This design comes from an exercise in tuning for small area on the open sky130 flow, not from production work.
Where RTL was checked, it was by simulation tests only, not by an equivalence proof against the original.
Power figures rest on the tool's default switching activity, not on a simulated workload.

==> inputs of job 1935 <==
## ballDisplay
module ballDisplay
(
    input  logic        clk,
    input  logic        reset,
    input  logic        run,
    input  logic [9:0]  ballSize,
    output logic [23:0] rgb,
    output logic [9:0]  pixelX,
    output logic [9:0]  pixelY,
    output logic        displayOn,
    output logic        hSyncN,
    output logic        vSyncN
);
==> module rippleAdd, before the edit <==
module rippleAdd
#(
    parameter int W = 8
)
(
    input  logic [W-1:0] a,
    input  logic [W-1:0] b,
    input  logic         ci,
    output logic [W-1:0] s,
    output logic         co
);
    assign {co, s} = {1'b0, a} + {1'b0, b} + {{W{1'b0}}, ci};
endmodule
==> module rippleCarry, before the edit <==
module rippleCarry
#(
    parameter int W = 8
)
(
    input  logic [W-1:0] a,
    input  logic [W-1:0] b,
    input  logic         ci,
    output logic         co
);
    logic [W:0] t;
    assign t  = {1'b0, a} + {1'b0, b} + {{W{1'b0}}, ci};
    assign co = t[W];
endmodule
clock: 12.0 ns
lec_check: 0
abc_area: 1
cap_margin: 20
core_margin: 2
core_utilization: 40
slew_margin: 20
standard.sh (not shown) runs the stock make flow with config.mk's settings and CLKGATE_MAP_FILE= SYNTH_SCRIPT=/design/flow/synth_recipe.tcl, a recipe that flattens the netlist after the stock synthesis.
==> flow/flow/run.sh <==
#!/bin/bash
# The standard layout (the standard.sh: standard synthesis, floorplan, placement, CTS,
# routing, finish) with three ORFS settings changed:
# * the buffer that placement puts on every input and output port is the smallest buffer,
#   sky130_fd_sc_hd__buf_1, instead of the one buffer_ports picks itself (every port still gets
#   its own buffer);
# * clock tree synthesis builds the tree from clkbuf_4 below a clkbuf_8 root (not clkbuf_16)
#   and adds no dummy load cells;
# * after floorplan, flow/restructure.tcl (POST_FLOORPLAN_TCL) re-maps the logic for area with
#   OpenROAD's restructure (ABC; registers untouched), twice, on a copy of the library without the
#   platform's don't-use cells (flow/filter_lib.py), ties again any constant output whose tie cell
#   the re-mapping dropped, and then flow/downsize.tcl sets every logic cell to the smallest drive
#   strength of its cell family; the flow's later repairs size up where needed.
set -euo pipefail
export BUFFER_PORTS_ARGS="-buffer_cell sky130_fd_sc_hd__buf_1"
export CTS_ARGS="-sink_clustering_enable -repair_clock_nets -root_buf sky130_fd_sc_hd__clkbuf_8 -buf_list sky130_fd_sc_hd__clkbuf_4 -dont_use_dummy_load"
export POST_FLOORPLAN_TCL="$PWD/flow/restructure.tcl"
bash standard.sh finish > standard_flow.log 2>&1
==> flow/flow/downsize.tcl <==
# Run after floorplan (POST_FLOORPLAN_TCL): give every logic cell the smallest drive strength of its
# own cell family (same function, e.g. nand2_4 -> nand2_1), undoing the sizing synthesis did without
# placement. Placement's repair_design and the later timing repairs size cells up again where slew,
# capacitance or timing need it. Flip-flops, clock cells, adders, tie and tap cells are left alone.
set count 0
set saved 0.0
foreach inst [get_cells *] {
  set ref [get_property $inst ref_name]
  if {![regexp {^(sky130_fd_sc_hd__([a-z0-9]+))_([0-9]+)$} $ref -> base family size]} { continue }
  if {[regexp {^(df|dl|sdf|edf|sedf|clk|tap|conb|fill|decap|diode|ha|fa|lpflow|probe|bufbuf|bufinv|ebuf|einv)} $family]} { continue }
  set area [get_property [get_lib_cells $ref] area]
  set best ""
  set best_area $area
  foreach lc [get_lib_cells ${base}_*] {
    set name [get_property $lc name]
    if {![regexp "^${base}_\[0-9\]+\$" $name]} { continue }
    if {[get_property $lc dont_use]} { continue }
    set a [get_property $lc area]
    if {$a < $best_area} { set best $name; set best_area $a }
  }
  if {$best ne ""} {
    replace_cell $inst $best
    incr count
    set saved [expr {$saved + $area - $best_area}]
  }
}
puts "downsize: $count cells made smaller, [format %.1f $saved] um2 less"
==> flow/flow/restructure.tcl <==
# Run after floorplan (POST_FLOORPLAN_TCL): re-map the logic for area with OpenROAD's restructure
# (ABC; registers untouched), twice, on a copy of the library without the platform's don't-use
# cells; re-tie any output port whose constant driver the re-mapping dropped; then give every logic
# cell the smallest drive strength of its family (downsize.tcl).
set here [file dirname [file normalize [info script]]]
set work [file dirname $here]
file mkdir $work/rmp_work
set lib $work/rmp_work/restructure.lib
exec python3 $here/filter_lib.py [lindex $::env(LIB_FILES) 0] $lib {*}$::env(DONT_USE_CELLS)

set block [ord::get_db_block]
# the constant each output port carries, if it is driven by a tie cell through buffers and
# inverters: 0 or 1
proc driver_iterm {net} {
  foreach it [$net getITerms] {
    if {[$it isOutputSignal]} { return $it }
  }
  return ""
}
proc constant_of {net depth} {
  if {$depth > 8} { return "" }
  set it [driver_iterm $net]
  if {$it eq ""} { return "" }
  set master [[[$it getInst] getMaster] getName]
  if {$master eq "sky130_fd_sc_hd__conb_1"} {
    return [expr {[[$it getMTerm] getName] eq "HI" ? 1 : 0}]
  }
  if {![regexp {^sky130_fd_sc_hd__(buf|clkbuf|inv|clkinv)_[0-9]+$} $master -> kind]} { return "" }
  set in [[$it getInst] findITerm A]
  if {$in eq "NULL" || [$in getNet] eq "NULL"} { return "" }
  set v [constant_of [$in getNet] [expr {$depth + 1}]]
  if {$v eq ""} { return "" }
  if {[string match *inv $kind]} { set v [expr {1 - $v}] }
  return $v
}
set tied {}
foreach bterm [$block getBTerms] {
  if {[$bterm getIoType] ne "OUTPUT" || [$bterm getNet] eq "NULL"} { continue }
  set v [constant_of [$bterm getNet] 0]
  if {$v ne ""} { dict set tied [$bterm getName] [expr {$v ? "HI" : "LO"}] }
}
puts "restructure: constant outputs [dict keys $tied]"

set before [rsz::design_area]
foreach pass {1 2} {
  restructure -liberty_file $lib -target area -tielo_port sky130_fd_sc_hd__conb_1/LO \
    -tiehi_port sky130_fd_sc_hd__conb_1/HI -work_dir $work/rmp_work -abc_logfile $work/rmp_abc$pass.log
  puts "restructure pass $pass: design area [format %.1f [expr {$before * 1e12}]] -> [format %.1f [expr {[rsz::design_area] * 1e12}]] um2"
}

set tie_master [[ord::get_db] findMaster sky130_fd_sc_hd__conb_1]
dict for {port pin} $tied {
  set net [[$block findBTerm $port] getNet]
  set driven 0
  foreach it [$net getITerms] {
    if {[$it isOutputSignal]} { set driven 1 }
  }
  if {!$driven} {
    set inst [odb::dbInst_create $block $tie_master "retie_[regsub -all {[^A-Za-z0-9_]} $port _]"]
    [$inst findITerm $pin] connect $net
    puts "restructure: output $port tied again ($pin)"
  }
}

source $here/downsize.tcl
Other scripts of this flow, unchanged in this note and not shown: flow/flow/filter_lib.py
==> inputs of job 3003, as changes to job 1935 <==
--- a/flow/design.v
+++ b/flow/design.v
@@ -35,11 +35,18 @@
     input  logic [W-1:0] b,
     input  logic         ci,
     output logic [W-1:0] s,
     output logic         co
 );
-    assign {co, s} = {1'b0, a} + {1'b0, b} + {{W{1'b0}}, ci};
+    logic [W:0] c;
+    assign c[0] = ci;
+    for (genvar i = 0; i < W; i++)
+    begin : g_bit
+        assign s[i]   = a[i] ^ b[i] ^ c[i];
+        assign c[i+1] = (a[i] & b[i]) | (c[i] & (a[i] ^ b[i]));
+    end
+    assign co = c[W];
 endmodule
 module rippleCarry
 #(
     parameter int W = 8
 )
@@ -47,13 +54,17 @@
     input  logic [W-1:0] a,
     input  logic [W-1:0] b,
     input  logic         ci,
     output logic         co
 );
-    logic [W:0] t;
-    assign t  = {1'b0, a} + {1'b0, b} + {{W{1'b0}}, ci};
-    assign co = t[W];
+    logic [W:0] c;
+    assign c[0] = ci;
+    for (genvar i = 0; i < W; i++)
+    begin : g_bit
+        assign c[i+1] = (a[i] & b[i]) | (a[i] & c[i]) | (b[i] & c[i]);
+    end
+    assign co = c[W];
 endmodule
 module ballDisplay
 (
     input  logic        clk,
     input  logic        reset,
@@ -107,16 +118,13 @@
     logic [5:0]  angleInc;
     logic [17:0] accA;
     logic [17:0] accB;
     logic        turn;
     logic        stepLines;
-    logic        bounceSlot;
     logic        stepSlot;
     logic        step;
     logic        xBehind;
-    logic        behindHeld;
-    logic        flipHeld;
     logic        initLines;
     logic        flip;
     logic [9:0]  sizeHeld;
     logic        runHeld;
     logic        newNeg;
@@ -125,16 +133,15 @@
     begin
         {runHeld, sizeHeld} = accA[10:0];
         stepLines = (curY[9:2] == 8'd120);
         turn      = (curX == 10'd799) && ((curY[9:3] == 7'd60) && (curY[2:1] != 2'b11))
                   || (curX[9:1] == 9'd399) && (curY == 10'd479);
-        bounceSlot = (curX == 10'd798) && stepLines;
         stepSlot  = (curX == 10'd799) && stepLines;
         step      = stepSlot && runHeld;
         initLines = (curY[9:1] == 9'd242);
     end
-    assign newNeg = slot2[10] ^ (step && flipHeld);
+    assign newNeg = slot2[10] ^ (step && flip);
     rippleAdd #(.W(10)) i_step (.a(slot2[9:0]), .b({{9{step && !newNeg}}, step}), .ci(1'b0), .s(newPos), .co());
     rippleAdd #(.W(6)) i_angle (.a(angle), .b(6'd0), .ci(1'b1), .s(angleInc), .co());
     always_ff @(posedge clk)
     begin
         if (reset)
@@ -211,11 +218,11 @@
                 accSwap = 1'b1;
             end
         end
         else if (initLines)
         begin
-            accEn   = behindHeld;
+            accEn   = xBehind;
             accSwap = curY[0];
             accSubA = 1'b1;
             accSubB = curY[0];
         end
         sinQ    = sineTab[7 * angle[3:0] +: 7];
@@ -257,11 +264,11 @@
     logic        in1y;
     logic        in2x;
     logic        in2y;
     always_comb
     begin
-        if (bounceSlot)
+        if (step)
         begin
             xOp    = slot2[10] ? 10'd0 : (curY[0] ? 10'd479 : 10'd639);
             sizeOp = sizeHeld;
         end
         else
@@ -273,15 +280,10 @@
     rippleAdd #(.W(11)) i_d1x (.a({1'b0, xOp}), .b({1'b1, b1xN}), .ci(1'b1), .s(d1x), .co());
     rippleAdd #(.W(10)) i_d1y (.a({1'b0, curY[8:0]}), .b({1'b1, b1yN[8:0]}), .ci(1'b1), .s(d1y), .co());
     rippleCarry #(.W(10)) i_in1x (.a(sizeOp), .b(d1x[9:0] ^ {10{~d1x[10]}}), .ci(~d1x[10]), .co(in1x));
     assign flip    = in1x;
     assign xBehind = d1x[10];
-    always_ff @(posedge clk)
-    begin
-        flipHeld   <= flip;
-        behindHeld <= initLines && xBehind;
-    end
     rippleCarry #(.W(9)) i_in1y (.a(ballSize[8:0]), .b(d1y[8:0] ^ {9{~d1y[9]}}), .ci(~d1y[9]), .co(in1yLow));
     assign in1y = ballSize[9] || in1yLow;
     rippleCarry #(.W(10)) i_in2x (.a(ballSize), .b(accA[16:7] ^ {10{~accA[17]}}), .ci(~accA[17]), .co(in2x));
     rippleCarry #(.W(10)) i_in2y (.a(ballSize), .b(accB[16:7] ^ {10{~accB[17]}}), .ci(~accB[17]), .co(in2y));
     logic ball1On;
==> flow/flow/run.sh (replaced) <==
#!/bin/bash
# The standard layout (the standard.sh: standard synthesis, floorplan, placement, CTS,
# routing, finish) with three ORFS settings changed:
# * the buffer that placement puts on every input and output port is the smallest buffer,
#   sky130_fd_sc_hd__buf_1, instead of the one buffer_ports picks itself (every port still gets
#   its own buffer);
# * clock tree synthesis builds the tree from clkbuf_4 and clkbuf_8 only (not clkbuf_16) and
#   adds no dummy load cells;
# * after floorplan, flow/restructure.tcl (POST_FLOORPLAN_TCL) re-maps the logic for area with
#   OpenROAD's restructure (ABC; registers untouched), on a copy of the library without the
#   platform's don't-use cells (flow/filter_lib.py), and then flow/downsize.tcl sets every logic
#   cell to the smallest drive strength of its cell family; the flow's later repairs size up where
#   needed.
set -euo pipefail
export BUFFER_PORTS_ARGS="-buffer_cell sky130_fd_sc_hd__buf_1"
export CTS_ARGS="-sink_clustering_enable -repair_clock_nets -buf_list \"sky130_fd_sc_hd__clkbuf_4 sky130_fd_sc_hd__clkbuf_8\" -dont_use_dummy_load"
export POST_FLOORPLAN_TCL="$PWD/flow/restructure.tcl"
bash standard.sh finish > standard_flow.log 2>&1
==> flow/flow/restructure.tcl (replaced) <==
# Run after floorplan (POST_FLOORPLAN_TCL): re-map the logic for area with OpenROAD's restructure
# (ABC, registers untouched) on a copy of the library without the platform's don't-use cells, then
# give every logic cell the smallest drive strength of its family (downsize.tcl).
set here [file dirname [file normalize [info script]]]
set work [file dirname $here]
file mkdir $work/rmp_work
set lib $work/rmp_work/restructure.lib
exec python3 $here/filter_lib.py [lindex $::env(LIB_FILES) 0] $lib {*}$::env(DONT_USE_CELLS)
set before [rsz::design_area]
restructure -liberty_file $lib -target area -tielo_port sky130_fd_sc_hd__conb_1/LO \
  -tiehi_port sky130_fd_sc_hd__conb_1/HI -work_dir $work/rmp_work -abc_logfile $work/rmp_abc.log
puts "restructure: design area [format %.1f [expr {$before * 1e12}]] -> [format %.1f [expr {[rsz::design_area] * 1e12}]] um2"
source $here/downsize.tcl
==> inputs of job 9114, as changes to job 1935 <==
--- a/flow/design.v
+++ b/flow/design.v
@@ -35,11 +35,18 @@
     input  logic [W-1:0] b,
     input  logic         ci,
     output logic [W-1:0] s,
     output logic         co
 );
-    assign {co, s} = {1'b0, a} + {1'b0, b} + {{W{1'b0}}, ci};
+    logic [W:0] c;
+    assign c[0] = ci;
+    for (genvar i = 0; i < W; i++)
+    begin : g_bit
+        assign s[i]   = a[i] ^ b[i] ^ c[i];
+        assign c[i+1] = (a[i] & b[i]) | (c[i] & (a[i] ^ b[i]));
+    end
+    assign co = c[W];
 endmodule
 module rippleCarry
 #(
     parameter int W = 8
 )
@@ -47,13 +54,17 @@
     input  logic [W-1:0] a,
     input  logic [W-1:0] b,
     input  logic         ci,
     output logic         co
 );
-    logic [W:0] t;
-    assign t  = {1'b0, a} + {1'b0, b} + {{W{1'b0}}, ci};
-    assign co = t[W];
+    logic [W:0] c;
+    assign c[0] = ci;
+    for (genvar i = 0; i < W; i++)
+    begin : g_bit
+        assign c[i+1] = (a[i] & b[i]) | (a[i] & c[i]) | (b[i] & c[i]);
+    end
+    assign co = c[W];
 endmodule
 module ballDisplay
 (
     input  logic        clk,
     input  logic        reset,
==> flow/flow/run.sh (replaced) <==
#!/bin/bash
# The standard layout (the standard.sh: standard synthesis, floorplan, placement, CTS,
# routing, finish) with three ORFS settings changed:
# * the buffer that placement puts on every input and output port is the smallest buffer,
#   sky130_fd_sc_hd__buf_1, instead of the one buffer_ports picks itself (every port still gets
#   its own buffer);
# * clock tree synthesis builds the tree from clkbuf_4 and clkbuf_8 only (not clkbuf_16) and
#   adds no dummy load cells;
# * after floorplan, flow/restructure.tcl (POST_FLOORPLAN_TCL) re-maps the logic for area with
#   OpenROAD's restructure (ABC; registers untouched), on a copy of the library without the
#   platform's don't-use cells (flow/filter_lib.py), and then flow/downsize.tcl sets every logic
#   cell to the smallest drive strength of its cell family; the flow's later repairs size up where
#   needed.
set -euo pipefail
export BUFFER_PORTS_ARGS="-buffer_cell sky130_fd_sc_hd__buf_1"
export CTS_ARGS="-sink_clustering_enable -repair_clock_nets -buf_list \"sky130_fd_sc_hd__clkbuf_4 sky130_fd_sc_hd__clkbuf_8\" -dont_use_dummy_load"
export PRE_FLOORPLAN_TCL="$PWD/flow/restructure.tcl"
export POST_FLOORPLAN_TCL="$PWD/flow/downsize.tcl"
bash standard.sh finish > standard_flow.log 2>&1
==> flow/flow/restructure.tcl (replaced) <==
# Run before floorplan (PRE_FLOORPLAN_TCL, right after the synthesized netlist is loaded): re-map the
# logic for area with OpenROAD's restructure (ABC; registers untouched), twice, on a copy of the
# library without the platform's don't-use cells.
set here [file dirname [file normalize [info script]]]
set work [file dirname $here]
file mkdir $work/rmp_work
set lib $work/rmp_work/restructure.lib
exec python3 $here/filter_lib.py [lindex $::env(LIB_FILES) 0] $lib {*}$::env(DONT_USE_CELLS)
set before [rsz::design_area]
foreach pass {1 2} {
  restructure -liberty_file $lib -target area -tielo_port sky130_fd_sc_hd__conb_1/LO \
    -tiehi_port sky130_fd_sc_hd__conb_1/HI -work_dir $work/rmp_work -abc_logfile $work/rmp_abc$pass.log
  puts "restructure pass $pass: design area [format %.1f [expr {$before * 1e12}]] -> [format %.1f [expr {[rsz::design_area] * 1e12}]] um2"
}
Settings changed: CORE_UTILIZATION 40 to 70.
==> run notes <==
power of the sequential group 401 µW; count of final hold-check violations 0; status complete, no violations; fraction of area in multi-input gates 0.541; Ports 60; Clock power frac 0.290; first-pass GRT wire length approximately 34000 µm; Ant. Diodes 0; Layout Skew around 0.056 ns; cells on worst reg2reg path 49; Synth Area in Compound Gates 0.154; Max Used Layer met5
the above is filed under job 1935

==> run notes <==
Layout Skew approximately 0.026 ns; cells on worst reg2reg path between 70 and 80; Ports 60; first-pass GRT wire length roughly 34000 µm; Synth Area in Compound Gates 0.113; status complete, no violations; Max Used Layer met5
the above is filed under job 3003

==> run notes <==
endpoints left unconstrained 2; Die H approximately 110 µm; Error [ERROR EST-0104] inconsistent parasitics state; Post-Synthesis Cell Area 7210 µm²; row count 37; Synth warnings 1; Failed at floorplan (2_1_floorplan); synthesized area per cell 6.96 µm²; Die Span X approximately 110 µm; post-synthesis cell count about 1000; Starting Density 0.708; status stopped before the end
the above is filed under job 9114

For job 1935, only the layout was checked, not whether the RTL still works.

[port drivers added, routing unchanged]
The flow's constraints put no driver on any port. The routed layouts listed below were extracted and timed again, unchanged, in two steps. Step 1 (the two cells are an assumption about what drives the block):
set clk [get_ports {clk}]
set_driving_cell -lib_cell sky130_fd_sc_hd__clkbuf_16 $clk
set_driving_cell -lib_cell sky130_fd_sc_hd__buf_2 [delete_from_list [all_inputs] $clk]
Step 2, shift: input delay + t, output delay - t, t = (earliest + latest rising clock arrival at the registers) / 2. This alone moves slack from input paths to output paths. a / b / c = ideal / step 1 / step 2; a / b = the first two.
run | shift t [ns] | setup slack, ns | worst setup path at the end | cell pins on the clock port's net
job 1935 | 0.449 | 1.560 / 1.560 / 1.560 | register to register | 1
job 3003 | 0.469 | 0.987 / 0.987 / 0.987 | register to register | 1
After both steps every run listed still meets setup and hold.
